Source: an optimization exercise on an open RTL-to-GDS flow (aim: small area). Production flows keep margins and buffers that such runs may drop. At most, simulation tests tie the RTL to the original design; equivalence was not proved. Power and IR drop assume default switching activity.

Setup of old:
Design ibuf_rdreq_mgmt, start of the top module:
module ibuf_rdreq_mgmt #(
  parameter int unsigned BW       = 9,
  parameter int unsigned TAG_W    = 5,
  parameter int unsigned MX_OS_RQ = 4
) (
  input  logic             clk,
  input  logic             rst,
  input  logic [2:0]       cfg_max_rd_req_size,
  input  logic [63:0]      lbuf_addr,
  input  logic [31:0]      lbuf_len,
  input  logic             lbuf_en,
  output logic             lbuf_dn,
  input  logic [BW:0]      cons,
  output logic [BW:0]      committed_prod,
  output logic             rd,
  output logic [63:0]      hst_addr,
  output logic [9:0]       rd_qw,
  input  logic             rd_ack,
  input  logic [TAG_W-1:0] rd_tag,
  input  logic [TAG_W-1:0] cpl_tag,
  output logic [BW-1:0]    cpl_base,
  input  logic             cpl_vld,
  input  logic             cpl_last,
  output logic             err
);
For scale: roughly 220 I/O pins, ~0.0087 mm2 of cells after synthesis.
==> flow/config.mk <==
export PLATFORM = sky130hd
export DESIGN_NAME = ibuf_rdreq_mgmt
export DESIGN_NICKNAME = ibuf_rdreq_mgmt
export VERILOG_FILES = /design/flow/design.v
export SDC_FILE = /design/flow/constraint.sdc
export NUM_CORES = 4
export LEC_CHECK = 0
export CAP_MARGIN = 0
export CORE_MARGIN = 2
export CORE_UTILIZATION = 50
export SLEW_MARGIN = 0
==> flow/constraint.sdc <==
create_clock -name core_clock -period 8.0 [get_ports {clk}]
set_input_delay 1.6000 -clock core_clock [delete_from_list [all_inputs] [get_ports {clk}]]
set_output_delay 1.6000 -clock core_clock [all_outputs]
set_load 0.01 [all_outputs]
standard.sh (not shown) runs the stock make flow with config.mk's settings and CLKGATE_MAP_FILE= SYNTH_SCRIPT=/design/flow/synth_recipe.tcl, a recipe that flattens the netlist after the stock synthesis.
==> flow/flow/run.sh <==
#!/bin/bash
# Layout: the standard flow with these changes.
# - Synthesis is the standard flow's own script (synth_recipe.tcl) with ORFS's synthesis, except that ABC
#   maps the logic for area with flow/area.abc (AIG node-count reduction with &deepsyn, then area-only mapping), and adders are left to ABC instead of being
#   mapped onto half/full-adder cells first (ADDER_MAP_FILE empty). Registers are mapped
#   before ABC runs, so they are the standard synthesis's.
# - Ports are buffered with buf_1 cells.
# - The clock tree uses clkbuf_8 cells and no dummy loads.
# Each tool's log is in orfs/logs/; make's output is in make_finish.log.
set -euo pipefail
work=$PWD
{
  head -n 1 synth_recipe.tcl
  cat <<EOT
proc abc {args} {
  set i [lsearch -exact \$args -script]
  if { \$i >= 0 } { set args [lreplace \$args [expr {\$i + 1}] [expr {\$i + 1}] $work/flow/area.abc] }
  yosys abc {*}\$args
}
EOT
  tail -n +2 synth_recipe.tcl
} > area_synth.tcl
bash standard.sh "SYNTH_SCRIPT=$work/area_synth.tcl" "ADDER_MAP_FILE=" \
  "BUFFER_PORTS_ARGS=-buffer_cell sky130_fd_sc_hd__buf_1" \
  "CTS_ARGS=-sink_clustering_enable -repair_clock_nets -dont_use_dummy_load -buf_list sky130_fd_sc_hd__clkbuf_8" \
  finish > make_finish.log 2>&1
==> flow/flow/area.abc <==
strash
&get -n
&deepsyn -T 30
&put
dc2
dch -f
amap -m
#### Input delta (new over old)
--- a/flow/design.v
+++ b/flow/design.v
@@ -42,30 +42,28 @@
   logic [31:0]      left_q;
   ptr_t             iprod_q;
   logic             err_q;
   logic             last_q;      
   logic             ca_q;        
   logic             cb_q;        
   logic             cl_q;        
-  logic             blt_q;       
   logic [TAG_W-1:0] tag_q   [NSlot];
   ptr_t             start_q [NSlot];
   logic [NSlot-1:0] vld_q;
   logic [NSlot-1:0] done_q;
   logic [1:0]       wr_ptr_q, rd_ptr_q;
   logic             idle, upd, fire, commit;
   logic [8:0]       a, hmask, bsel, bnd_qw, a_nxt;
   logic [9:0]       mx_qw, chunk, lsum;
   logic             hi_ones, blt, last, space_ok;
   logic [8:0]       anz;         
   logic [8:0]       at;          
   logic [63:3]      addr_nxt, addr_d;
   logic [31:0]      nleft_nxt, nleft_d;
-  ptr_t             ipc, free_qw;
-  logic [9:0]       chunk_le;
+  ptr_t             ipc, space;
   logic             ct, lt;      
   logic [NSlot-1:0] match, pend;
   assign a      = addr_q[11:3];
   assign left_q = ~nleft_q;
   always_comb begin
     unique case (cfg_max_rd_req_size)
       3'd0:    begin mx_qw = 10'd16;  hmask = 9'b111110000; end
@@ -84,23 +82,23 @@
                 ((left_q[31:9] == 23'd1) && !lsum[9] && (lsum[8:0] == '0));
   always_comb begin
     for (int i = 0; i < 9; i++) begin
       anz[i]    = (i == 0) ? 1'b0 : (anz[i-1] || a[i-1]);
       bnd_qw[i] = a[i] ^ anz[i];
     end
   end
-  assign chunk = last_q ? left_q[9:0] : (blt_q ? {1'b0, bnd_qw} : mx_qw);
+  assign chunk = last_q ? left_q[9:0] : (blt ? {1'b0, bnd_qw} : mx_qw);
   assign idle   = (state_q == StIdle);
   assign upd    = (state_q == StUpd);
   assign fire   = (state_q == StReq) && rd_ack;
   assign commit = vld_q[rd_ptr_q] && done_q[rd_ptr_q];
   always_comb begin
     for (int i = 0; i < 9; i++) begin
       at[i]    = (i == 0) ? 1'b1 : (at[i-1] && (a[i-1] || !hmask[i-1]));
-      a_nxt[i] = hmask[i] ? (a[i] ^ (upd && at[i])) : (a[i] && !(upd && blt_q));
+      a_nxt[i] = hmask[i] ? (a[i] ^ (upd && at[i])) : (a[i] && !(upd && blt));
     end
     ct = ca_q;
     for (int j = 12; j < 38; j++) begin
       addr_nxt[j] = addr_q[j] ^ ct;
       ct          = ct && addr_q[j];
     end
     ct = cb_q;
@@ -117,16 +115,16 @@
       lt           = lt && nleft_q[j];
     end
   end
   assign nleft_nxt[8:0]  = upd ? ~lsum[8:0] : nleft_q[8:0];
   assign addr_d = idle ? lbuf_addr[63:3] : addr_nxt;
   assign nleft_d = idle ? ~lbuf_len : nleft_nxt;
   assign ipc      = iprod_q + ptr_t'(chunk);
-  assign free_qw  = ipc - cons;
-  assign space_ok = (free_qw != '0) && (!free_qw[9] || (free_qw[8:0] == '0));
+  assign space    = ipc - cons;
+  assign space_ok = (space != '0) && (!space[9] || (space[8:0] == '0));
   always_comb begin
     state_d = state_q;
     unique case (state_q)
       StIdle:      if (lbuf_en) state_d = (lbuf_len == '0) ? StDone : StWaitOs;
       StWaitOs:    if (!vld_q[wr_ptr_q]) state_d = StCalc;
       StCalc:      state_d = StWaitSpace;
       StWaitSpace: if (space_ok) state_d = StReq;
@@ -147,15 +145,14 @@
       end
     end
   end
   always_ff @(posedge clk) begin
     addr_q <= addr_d;
     nleft_q <= nleft_d;
     last_q  <= last;
-    blt_q   <= blt;
     ca_q    <= upd && hi_ones;
     cb_q    <= ca_q && (&addr_q[37:12]);
     cl_q    <= upd && !lsum[9];
   end
   for (genvar i = 0; i < NSlot; i++) begin : g_slot
     assign match[i] = vld_q[i] && (tag_q[i] == cpl_tag);
     assign pend[i]  = match[i] && !done_q[i];
Relative to old, total routing usage reported by global routing has increased by 0.49 points in new.
Relative to old, flop and latch count out of synthesis has decreased by 0.54% in new.
new against old: design area lower; mean routed wirelength per cell moved up; minimum period implied by the final worst setup slack has increased; number of placed instances with taps included went down about 2%; wire length now smaller.
Sum of buffers and inverters on the critical path essentially unchanged between new and old.
new vs. old: setup slack went down by 0.94 ns.
On met2 wire length, the lower figure sits with new, not old.
Diff old -> new | maximum vdd drop | down by more than a quarter

========
v6:
Another version of the RTL of ibuf_rdreq_mgmt (not shown whole).
Size in the first run: roughly 1100 cells after synthesis, roughly 180 flip-flops, about 220 I/O pins, ~9100 um2 of cells after synthesis.
Settings: LEC_CHECK=0, CAP_MARGIN=0, CORE_MARGIN=2, CORE_UTILIZATION=50, SLEW_MARGIN=0; clock period 8.0 ns.
==> flow/flow/run.sh <==
#!/bin/bash
# Layout: the standard flow with these changes.
# - Synthesis is the standard flow's own script (synth_recipe.tcl) with ORFS's synthesis, except that ABC
#   maps the logic for area with flow/area.abc, and adders are left to ABC instead of being
#   mapped onto half/full-adder cells first (ADDER_MAP_FILE empty). Registers are mapped
#   before ABC runs, so they are the standard synthesis's.
# - Ports are buffered with buf_1 cells.
# - The clock tree uses clkbuf_8 cells and no dummy loads.
# Each tool's log is in orfs/logs/; make's output is in make_finish.log.
set -euo pipefail
work=$PWD
{
  head -n 1 synth_recipe.tcl
  cat <<EOT
proc abc {args} {
  set i [lsearch -exact \$args -script]
  if { \$i >= 0 } { set args [lreplace \$args [expr {\$i + 1}] [expr {\$i + 1}] $work/flow/area.abc] }
  yosys abc {*}\$args
}
EOT
  tail -n +2 synth_recipe.tcl
} > area_synth.tcl
bash standard.sh "SYNTH_SCRIPT=$work/area_synth.tcl" "ADDER_MAP_FILE=" \
  "BUFFER_PORTS_ARGS=-buffer_cell sky130_fd_sc_hd__buf_1" \
  "CTS_ARGS=-sink_clustering_enable -repair_clock_nets -dont_use_dummy_load -buf_list sky130_fd_sc_hd__clkbuf_8" \
  finish > make_finish.log 2>&1
==> flow/flow/area.abc <==
strash
dc2
dc2
dch -f
amap -m
## Diff of input files: v7 against v6
diff --git a/flow/design.v b/flow/design.v
--- a/flow/design.v
+++ b/flow/design.v
@@ -117,17 +117,16 @@
       lt           = lt && nleft_q[j];
     end
   end
   assign nleft_nxt[8:0]  = upd ? ~lsum[8:0] : nleft_q[8:0];
   assign addr_d = idle ? lbuf_addr[63:3] : addr_nxt;
   assign nleft_d = idle ? ~lbuf_len : nleft_nxt;
   assign ipc      = iprod_q + ptr_t'(chunk);
-  assign free_qw  = cons - iprod_q;
-  assign chunk_le = {1'b0, free_qw[8:0]} - chunk;
-  assign space_ok = (cons == iprod_q) || !chunk_le[9];
+  assign free_qw  = ipc - cons;
+  assign space_ok = (free_qw != '0) && (!free_qw[9] || (free_qw[8:0] == '0));
   always_comb begin
     state_d = state_q;
     unique case (state_q)
       StIdle:      if (lbuf_en) state_d = (lbuf_len == '0) ? StDone : StWaitOs;
       StWaitOs:    if (!vld_q[wr_ptr_q]) state_d = StCalc;
       StCalc:      state_d = StWaitSpace;
       StWaitSpace: if (space_ok) state_d = StReq;
Findings:
Fraction of met3 tracks used by global routing in v7 vs v6: up 0.80 points
[compare] base=v6 new=v7: final area down 2.4%; clock latency on the worst-skew pair flat; achievable frequency flat; part of the power in the clock network up 0.4 points; critical path depth up about 19%.
Part of the cycle the worst path needs: v7 vs v6 down 0.20 points
Part of the total power dissipated in combinational logic, v6 and v7: larger value in v6
v7 — final period demand of the worst path 16 ps lower, v6 as reference
Relative to v6, final-layout worst hold slack has gone up in v7.
Compared with v6, v7 instantiates a smaller number of cells.
Wire: v7 routes less than v6
Compared with v6, number of placement rows in v7 decreased by a few percent.
Of v6 and v7, v6 shows the lower maximum net fanout on the critical path, with v7 above it.
Function not checked in v6: the RTL went through the layout flow alone.

-- what the ideal ports hide --
How much do the figures lean on ideal ports? The routed layouts below were timed once more, with nothing changed but the port constraints.
Step 1, drivers: a clkbuf_16 drives clk and a buf_2 each remaining input, both assumed.
Step 2 times the ports against the registers' clock, not the clock port: input delays grow and output delays shrink by t, the midpoint of the rising clock arrivals with the driver on.
Slacks: ideal ports / drivers / drivers and shift; pairs: ideal ports / drivers.
| run | t (ns) | setup WS [ns] | slew at the worst register clock pin (ns) | worst slew at a driven data input, ns |
|---|---|---|---|---|
| old | 0.479 | 2.522 / 2.522 / 2.281 | 0.09 / 0.09 | 0.06 |
| new | 0.484 | 1.582 / 1.566 / 1.083 | 0.09 / 0.09 | 0.08 |
| v6 | 0.496 | 2.186 / 2.205 / 1.709 | 0.12 / 0.12 | 0.06 |
| v7 | 0.491 | 2.202 / 2.181 / 1.689 | 0.10 / 0.10 | 0.08 |
After both steps setup and hold are still met in every run listed. The setup slack of v7, which loses most, moves by -0.021 ns with the drivers and by -0.513 ns with both steps.
